Source: an optimization exercise on an open RTL-to-GDS flow (aim: small area). Production flows keep margins and buffers that such runs may drop. Function was checked by simulation only, so behaviour that the tests miss may differ from the original. Power figures rest on the tool's default switching activity, not on a simulated workload.

## the previous run
==> module fifo_read_bit, before the edit <==
module fifo_read_bit (
  input  logic [15:0] d,
  input  logic [15:0] s,
  output logic        y
);
  assign y = |(d & s);
endmodule
==> module ahb_convolver, before the edit <==
module ahb_convolver (
  input  logic       tb_clk,
  input  logic       reset,
  input  logic       hsel,
  input  logic [4-1:0]  haddr,
  input  logic [1:0] htrans,
  input  logic       hwrite,
  input  logic [16-1:0]  hwdata,
  output logic [16-1:0]  hrdata,
  output logic       hresp
);
  logic        accept;
  logic        addr_error;
  logic        pop;
  logic [11:0] read_mux;
  logic [11:0] rdata_q;
  logic [2:0]  wr_sel;
  logic [35:0] coeff_stage;
  logic [11:0] sample_stage;
  logic        load_coeff;
  logic        load_sample;
  logic        busy;
  logic        empty;
  logic        overflow;
  logic [10:0] rd_data;
  assign accept = hsel && htrans[1];
  always_comb begin
    case (haddr)
      4'd0, 4'd2: addr_error = hwrite;
      4'd4, 4'd6, 4'd8, 4'd10, 4'd12: addr_error = 1'b0;
      default: addr_error = 1'b1;
    endcase
  end
  assign pop = accept && !hwrite && (haddr == 4'd2);
  always_comb begin
    case (haddr[3:1])
      3'd0: read_mux = {9'd0, overflow, !empty, busy};
      3'd1: read_mux = {1'b0, rd_data};
      3'd2: read_mux = sample_stage;
      3'd3: read_mux = coeff_stage[11:0];
      3'd4: read_mux = coeff_stage[23:12];
      3'd5: read_mux = coeff_stage[35:24];
      default: read_mux = '0;
    endcase
  end
  always_ff @(posedge tb_clk) begin
    if (reset) begin
      hresp <= 1'b0;
      rdata_q <= '0;
      wr_sel <= '0;
    end else begin
      hresp <= accept && addr_error;
      rdata_q <= (accept && !hwrite && !addr_error) ? read_mux : '0;
      wr_sel <= (accept && hwrite && !addr_error) ? haddr[3:1] : 3'd0;
    end
  end
  assign hrdata = {4'd0, rdata_q};
  logic [11:0] stage_data;
  assign stage_data = hwdata[11:0] & {12{!reset}};
  always_ff @(posedge tb_clk) begin
    if (reset || wr_sel == 3'd2) sample_stage <= stage_data;
    if (reset || wr_sel == 3'd3) coeff_stage[11:0] <= stage_data;
    if (reset || wr_sel == 3'd4) coeff_stage[23:12] <= stage_data;
    if (reset || wr_sel == 3'd5) coeff_stage[35:24] <= stage_data;
  end
  always_ff @(posedge tb_clk) begin
    if (reset) begin
      load_coeff <= 1'b0;
      load_sample <= 1'b0;
    end else begin
      load_coeff <= (wr_sel == 3'd6) && hwdata[0];
      load_sample <= (wr_sel == 3'd6) && hwdata[1] && !hwdata[0];
    end
  end
  logic [35:0] kernel;
  logic        kernel_clear;
  logic [23:0] window;
  logic [1:0]  fill_q;
  always_ff @(posedge tb_clk) begin
    if (reset) begin
      kernel_clear <= 1'b1;
    end else if (load_coeff) begin
      kernel_clear <= 1'b0;
    end
  end
  always_ff @(posedge tb_clk) begin
    if (load_coeff) kernel <= coeff_stage;
  end
  always_ff @(posedge tb_clk) begin
    if (load_sample) window <= {sample_stage, window[23:12]};
  end
  logic [12:0] part_n;
  logic [12:0] part_q;
  logic [10:0] sum_n;
  logic [10:0] res_q;
  logic [2:0]  vld_q;
  logic        push;
  mac_stage1 i_mac_stage1 (
    .kernel  (kernel),
    .samples ({sample_stage, window}),
    .part_n  (part_n)
  );
  mac_stage2 i_mac_stage2 (
    .part_n  (part_q),
    .sum_n   (sum_n)
  );
  always_ff @(posedge tb_clk) begin
    part_q <= part_n;
    res_q <= ~sum_n & {11{!kernel_clear}};
  end
  always_ff @(posedge tb_clk) begin
    if (reset) begin
      fill_q <= '0;
      vld_q <= '0;
    end else begin
      if (load_sample && !fill_q[1]) fill_q <= fill_q + 2'd1;
      vld_q <= {vld_q[1:0], load_sample && fill_q[1]};
    end
  end
  assign push = vld_q[2];
  assign busy = (|vld_q) || load_coeff || load_sample;
  logic [15:0][10:0] mem;
  logic [4:0]  wr_ptr;
  logic [4:0]  rd_ptr;
  logic [4:0]  wr_ptr_d;
  logic        do_pop;
  logic        fits;
  logic        fits_q;
  assign empty = (wr_ptr == rd_ptr);
  assign do_pop = pop && !empty;
  assign wr_ptr_d = wr_ptr + 5'(fits_q);
  assign fits = !((wr_ptr_d == {~rd_ptr[4], rd_ptr[3:0]}) && !do_pop);
  always_ff @(posedge tb_clk) begin
    for (int i = 0; i < 16; i++) begin
      if (vld_q[1] && fits && wr_ptr_d[3:0] == 4'(i)) mem[i] <= res_q;
    end
  end
  always_ff @(posedge tb_clk) begin
    if (reset) begin
      wr_ptr <= '0;
      rd_ptr <= '0;
      fits_q <= 1'b0;
      overflow <= 1'b0;
    end else begin
      wr_ptr <= wr_ptr_d;
      if (do_pop) rd_ptr <= rd_ptr + 5'd1;
      fits_q <= vld_q[1] && fits;
      if (push && !fits_q) overflow <= 1'b1;
    end
  end
  logic [15:0] head_sel;
  logic [10:0][15:0] mem_bits;
  always_comb begin
    for (int i = 0; i < 16; i++) head_sel[i] = (rd_ptr[3:0] == 4'(i)) && !empty;
    for (int b = 0; b < 11; b++) begin
      for (int i = 0; i < 16; i++) mem_bits[b][i] = mem[i][b];
    end
  end
  for (genvar b = 0; b < 11; b++) begin : g_head
    fifo_read_bit u_bit (
      .d (mem_bits[b]),
      .s (head_sel),
      .y (rd_data[b])
    );
  end
endmodule
clock: 6.0 ns
lec_check: 0
cap_margin: 20
core_margin: 2
core_utilization: 65
slew_margin: 20
synth_hierarchical: 1
standard.sh (not shown) runs the stock make flow with config.mk's settings and CLKGATE_MAP_FILE= SYNTH_SCRIPT=/design/flow/synth_recipe.tcl, a recipe that flattens the netlist after the stock synthesis.
==> flow/flow/run.sh <==
#!/bin/bash
set -euo pipefail
export BUFFER_PORTS_ARGS="-buffer_cell sky130_fd_sc_hd__buf_1"
export CTS_ARGS="-sink_clustering_enable -repair_clock_nets -dont_use_dummy_load -buf_list sky130_fd_sc_hd__clkbuf_4 -sink_clustering_size 10 -sink_clustering_max_diameter 60"
export RECOVER_POWER=100
export POST_GLOBAL_ROUTE_TCL="$(pwd)/flow/post_grt.tcl"
bash standard.sh > standard.log 2>&1
==> flow/flow/post_grt.tcl <==
# Runs at the end of ORFS's global route step (POST_GLOBAL_ROUTE_TCL), after
# power recovery has downsized cells off the critical paths. Downsizing does
# not look at max slew or capacitance, so repair those again, legalize, and
# rewrite the route guides for the nets that changed.
log_cmd global_route -start_incremental
repair_design_helper
log_cmd detailed_placement
log_cmd global_route -end_incremental
log_cmd estimate_parasitics -global_routing
write_guides $::env(RESULTS_DIR)/route.guide
diff inputs: the previous run => the current run
--- a/flow/design.v
+++ b/flow/design.v
@@ -728,14 +728,6 @@
   assign co_n = a_n | b_n;
 endmodule
 `timescale 1ns/1ns
-module fifo_read_bit (
-  input  logic [15:0] d,
-  input  logic [15:0] s,
-  output logic        y
-);
-  assign y = |(d & s);
-endmodule
-`timescale 1ns/1ns
 module ahb_convolver (
   input  logic       tb_clk,
   input  logic       reset,
@@ -886,19 +878,10 @@
       if (push && !fits_q) overflow <= 1'b1;
     end
   end
-  logic [15:0] head_sel;
-  logic [10:0][15:0] mem_bits;
   always_comb begin
-    for (int i = 0; i < 16; i++) head_sel[i] = (rd_ptr[3:0] == 4'(i)) && !empty;
-    for (int b = 0; b < 11; b++) begin
-      for (int i = 0; i < 16; i++) mem_bits[b][i] = mem[i][b];
+    rd_data = '0;
+    for (int i = 0; i < 16; i++) begin
+      rd_data = rd_data | (mem[i] & {11{rd_ptr[3:0] == 4'(i) && !empty}});
     end
   end
-  for (genvar b = 0; b < 11; b++) begin : g_head
-    fifo_read_bit u_bit (
-      .d (mem_bits[b]),
-      .s (head_sel),
-      .y (rd_data[b])
-    );
-  end
 endmodule
Results
Between the current run and the previous run, it is the current run whose wire length of the first global-routing pass is higher, by 2.7%.
Lower relative area change from synthesis to final layout goes to the current run over the previous run.
The current run ended with less relative contribution of sequential cells to total power than the previous run.
Re post-route worst hold slack: the current run is 34 ps down on the previous run.
Looking at the current run and the previous run, the post-route cell area is a wash.
The current run ends up with lower total half-perimeter wirelength after legalization and detailed placement than the previous run does.
Across both runs, routed wire length was higher for the current run than for the previous run.
The current run -> the previous run: number of synthesized flops with an enable pin flat

* * *

Setup of sierra:
RTL: one of the versions met above, not the one the previous note started from.
Size in the first run: roughly 340 flip-flops, about 43 I/O pins.
==> module ahb_convolver, before the edit <==
module ahb_convolver (
  input  logic       tb_clk,
  input  logic       reset,
  input  logic       hsel,
  input  logic [4-1:0]  haddr,
  input  logic [1:0] htrans,
  input  logic       hwrite,
  input  logic [16-1:0]  hwdata,
  output logic [16-1:0]  hrdata,
  output logic       hresp
);
  logic        accept;
  logic        addr_error;
  logic        pop;
  logic [11:0] read_mux;
  logic [11:0] rdata_q;
  logic [2:0]  wr_sel;
  logic [35:0] coeff_stage;
  logic [11:0] sample_stage;
  logic        load_coeff;
  logic        load_sample;
  logic        busy;
  logic        empty;
  logic        overflow;
  logic [10:0] rd_data;
  assign accept = hsel && htrans[1];
  always_comb begin
    case (haddr)
      4'd0, 4'd2: addr_error = hwrite;
      4'd4, 4'd6, 4'd8, 4'd10, 4'd12: addr_error = 1'b0;
      default: addr_error = 1'b1;
    endcase
  end
  assign pop = accept && !hwrite && (haddr == 4'd2);
  always_comb begin
    case (haddr[3:1])
      3'd0: read_mux = {9'd0, overflow, !empty, busy};
      3'd1: read_mux = {1'b0, rd_data};
      3'd2: read_mux = sample_stage;
      3'd3: read_mux = coeff_stage[11:0];
      3'd4: read_mux = coeff_stage[23:12];
      3'd5: read_mux = coeff_stage[35:24];
      default: read_mux = '0;
    endcase
  end
  always_ff @(posedge tb_clk) begin
    if (reset) begin
      hresp <= 1'b0;
      rdata_q <= '0;
      wr_sel <= '0;
    end else begin
      hresp <= accept && addr_error;
      rdata_q <= (accept && !hwrite && !addr_error) ? read_mux : '0;
      wr_sel <= (accept && hwrite && !addr_error) ? haddr[3:1] : 3'd0;
    end
  end
  assign hrdata = {4'd0, rdata_q};
  logic [11:0] stage_data;
  assign stage_data = hwdata[11:0] & {12{!reset}};
  always_ff @(posedge tb_clk) begin
    if (reset || wr_sel == 3'd2) sample_stage <= stage_data;
    if (reset || wr_sel == 3'd3) coeff_stage[11:0] <= stage_data;
    if (reset || wr_sel == 3'd4) coeff_stage[23:12] <= stage_data;
    if (reset || wr_sel == 3'd5) coeff_stage[35:24] <= stage_data;
  end
  always_ff @(posedge tb_clk) begin
    if (reset) begin
      load_coeff <= 1'b0;
      load_sample <= 1'b0;
    end else begin
      load_coeff <= (wr_sel == 3'd6) && hwdata[0];
      load_sample <= (wr_sel == 3'd6) && hwdata[1] && !hwdata[0];
    end
  end
  logic [35:0] kernel;
  logic        kernel_clear;
  logic [23:0] window;
  logic [1:0]  fill_q;
  always_ff @(posedge tb_clk) begin
    if (reset) begin
      kernel_clear <= 1'b1;
    end else if (load_coeff) begin
      kernel_clear <= 1'b0;
    end
  end
  always_ff @(posedge tb_clk) begin
    if (load_coeff) kernel <= coeff_stage;
  end
  always_ff @(posedge tb_clk) begin
    if (load_sample) window <= {sample_stage, window[23:12]};
  end
  logic [12:0] part_n;
  logic [12:0] part_q;
  logic [10:0] sum_n;
  logic [10:0] res_q;
  logic [2:0]  vld_q;
  logic        push;
  mac_stage1 i_mac_stage1 (
    .kernel  (kernel),
    .samples ({sample_stage, window}),
    .part_n  (part_n)
  );
  mac_stage2 i_mac_stage2 (
    .part_n  (part_q),
    .sum_n   (sum_n)
  );
  always_ff @(posedge tb_clk) begin
    part_q <= part_n;
    res_q <= ~sum_n & {11{!kernel_clear}};
  end
  always_ff @(posedge tb_clk) begin
    if (reset) begin
      fill_q <= '0;
      vld_q <= '0;
    end else begin
      if (load_sample && !fill_q[1]) fill_q <= fill_q + 2'd1;
      vld_q <= {vld_q[1:0], load_sample && fill_q[1]};
    end
  end
  assign push = vld_q[2];
  assign busy = (|vld_q) || load_coeff || load_sample;
  logic [15:0][10:0] mem;
  logic [4:0]  wr_ptr;
  logic [4:0]  rd_ptr;
  logic [4:0]  wr_ptr_d;
  logic        do_pop;
  logic        fits;
  logic        fits_q;
  assign empty = (wr_ptr == rd_ptr);
  assign do_pop = pop && !empty;
  assign wr_ptr_d = wr_ptr + 5'(fits_q);
  assign fits = !((wr_ptr_d == {~rd_ptr[4], rd_ptr[3:0]}) && !do_pop);
  always_ff @(posedge tb_clk) begin
    for (int i = 0; i < 16; i++) begin
      if (vld_q[1] && fits && wr_ptr_d[3:0] == 4'(i)) mem[i] <= res_q;
    end
  end
  always_ff @(posedge tb_clk) begin
    if (reset) begin
      wr_ptr <= '0;
      rd_ptr <= '0;
      fits_q <= 1'b0;
      overflow <= 1'b0;
    end else begin
      wr_ptr <= wr_ptr_d;
      if (do_pop) rd_ptr <= rd_ptr + 5'd1;
      fits_q <= vld_q[1] && fits;
      if (push && !fits_q) overflow <= 1'b1;
    end
  end
  always_comb begin
    rd_data = '0;
    for (int i = 0; i < 16; i++) begin
      rd_data = rd_data | (mem[i] & {11{rd_ptr[3:0] == 4'(i) && !empty}});
    end
  end
endmodule
export LEC_CHECK = 0
export CAP_MARGIN = 20
export CORE_MARGIN = 2
export CORE_UTILIZATION = 65
export SLEW_MARGIN = 20
export SYNTH_HIERARCHICAL = 1
create_clock -name core_clock -period 6.0 [get_ports {tb_clk}]
==> flow/flow/post_grt.tcl <==
# Runs at the end of ORFS's global route step (POST_GLOBAL_ROUTE_TCL), after
# power recovery. Synthesis maps for speed and leaves cells stronger than the
# design needs; this swaps every logic cell of drive strength 2 or more for its
# drive-1 version (same function), then lets the resizer fix max slew and
# capacitance and any setup violation again, legalizes, and rewrites the
# route guides for the nets that changed. Flip-flops, the clock tree and the
# port buffers are left alone.
log_cmd global_route -start_incremental

set db [ord::get_db]
set block [ord::get_db_block]
set swapped 0
foreach inst [$block getInsts] {
  set iname [$inst getName]
  if { [string match "clkbuf_*" $iname] || [string match "clkload*" $iname]
       || [string match "input*" $iname] || [string match "output*" $iname] } {
    continue
  }
  set mname [[$inst getMaster] getName]
  if { ![regexp {^(sky130_fd_sc_hd__[a-z0-9]+)_([0-9]+)$} $mname -> base drive] } {
    continue
  }
  if { $drive < 2 || [regexp {df|dl|tap|fill|decap|conb|clk} $base] } {
    continue
  }
  set small "${base}_1"
  if { [$db findMaster $small] == "NULL" } {
    continue
  }
  replace_cell $iname $small
  incr swapped
}
puts "Downsized $swapped cells to drive strength 1"

log_cmd estimate_parasitics -global_routing
repair_design_helper
repair_timing_helper -setup
log_cmd detailed_placement
log_cmd global_route -end_incremental
log_cmd estimate_parasitics -global_routing
write_guides $::env(RESULTS_DIR)/route.guide
Scripts as last shown in full above: flow/flow/run.sh
Stage in which a tool error killed sierra: 5_1_grt.
Modified inputs, zinc compared to sierra
-- flow/design.v --
<<< sierra, line 729
endmodule
`timescale 1ns/1ns
module ahb_convolver (
  input  logic       tb_clk,
>>> zinc, line 729
endmodule
`timescale 1ns/1ns
module fifo_read_bit (
  input  logic [15:0] d,
  input  logic [15:0] s,
  output logic        y
);
  assign y = |(d & s);
endmodule
`timescale 1ns/1ns
module ahb_convolver (
  input  logic       tb_clk,
<<< sierra, line 879
    end
  end
  always_comb begin
    rd_data = '0;
    for (int i = 0; i < 16; i++) begin
      rd_data = rd_data | (mem[i] & {11{rd_ptr[3:0] == 4'(i) && !empty}});
    end
  end
endmodule
>>> zinc, line 887
    end
  end
  logic [15:0] head_sel;
  logic [10:0][15:0] mem_bits;
  always_comb begin
    for (int i = 0; i < 16; i++) head_sel[i] = (rd_ptr[3:0] == 4'(i)) && !empty;
    for (int b = 0; b < 11; b++) begin
      for (int i = 0; i < 16; i++) mem_bits[b][i] = mem[i][b];
    end
  end
  for (genvar b = 0; b < 11; b++) begin : g_head
    fifo_read_bit u_bit (
      .d (mem_bits[b]),
      .s (head_sel),
      .y (rd_data[b])
    );
  end
endmodule
### Flow results
Post-place instance area: sierra vs zinc — no meaningful difference
Diff sierra -> zinc: count of different cell masters after synthesis went down; post-synthesis cell area saw little to no change.
Delta (zinc minus sierra): post-synthesis area per instance increased by about 5% relative to the old numbers; initial core utilization closely matched the old numbers; number of hold buffers added after cts closely matched the old numbers; count of buffers added by post-CTS timing repair for setup closely matched the old numbers; overall die width closely matched the old numbers.
Routability-driven placement congestion ratio in zinc is 0.0046 higher than in sierra
Status(zinc) = ERROR, stage = 5_1_grt
Count of placed standard cells including taps: zinc vs sierra down 2.1%
Post-synthesis cell count for zinc is lower than for sierra.
Share of synthesized area spent on multiplexers (zinc over sierra): increase, 0.21 points
In zinc the simple-gate portion of the synthesized area turned out 0.17 points lower than in sierra.

[separate check: timing with driven ports]
The results above use ideal ports. As a check the final layouts listed here were re-extracted and re-timed, cells and wires unchanged.
Step 1 sets driving cells, clkbuf_16 on the clock port and buf_2 on the other inputs (assumed; they add their load-dependent delay and slew).
Step 2 also shifts input and output timing later by t, the mid clock arrival at the registers, as if the neighbouring blocks saw the same clock.
Three values: no drivers, after step 1, after step 2; two values: the first two.
run	shift t [ns]	setup slack, ns	worst slew at a driven data input, ns	pins driven straight from the clock port
the previous run	0.688	0.629 / 0.629 / 0.629	0.04	1
the current run	0.679	0.533 / 0.533 / 0.173	0.04	1
After both steps every run listed still meets setup and hold. The setup slack of the current run, which loses most, moves by 0.000 ns with the drivers and by -0.360 ns with both steps.
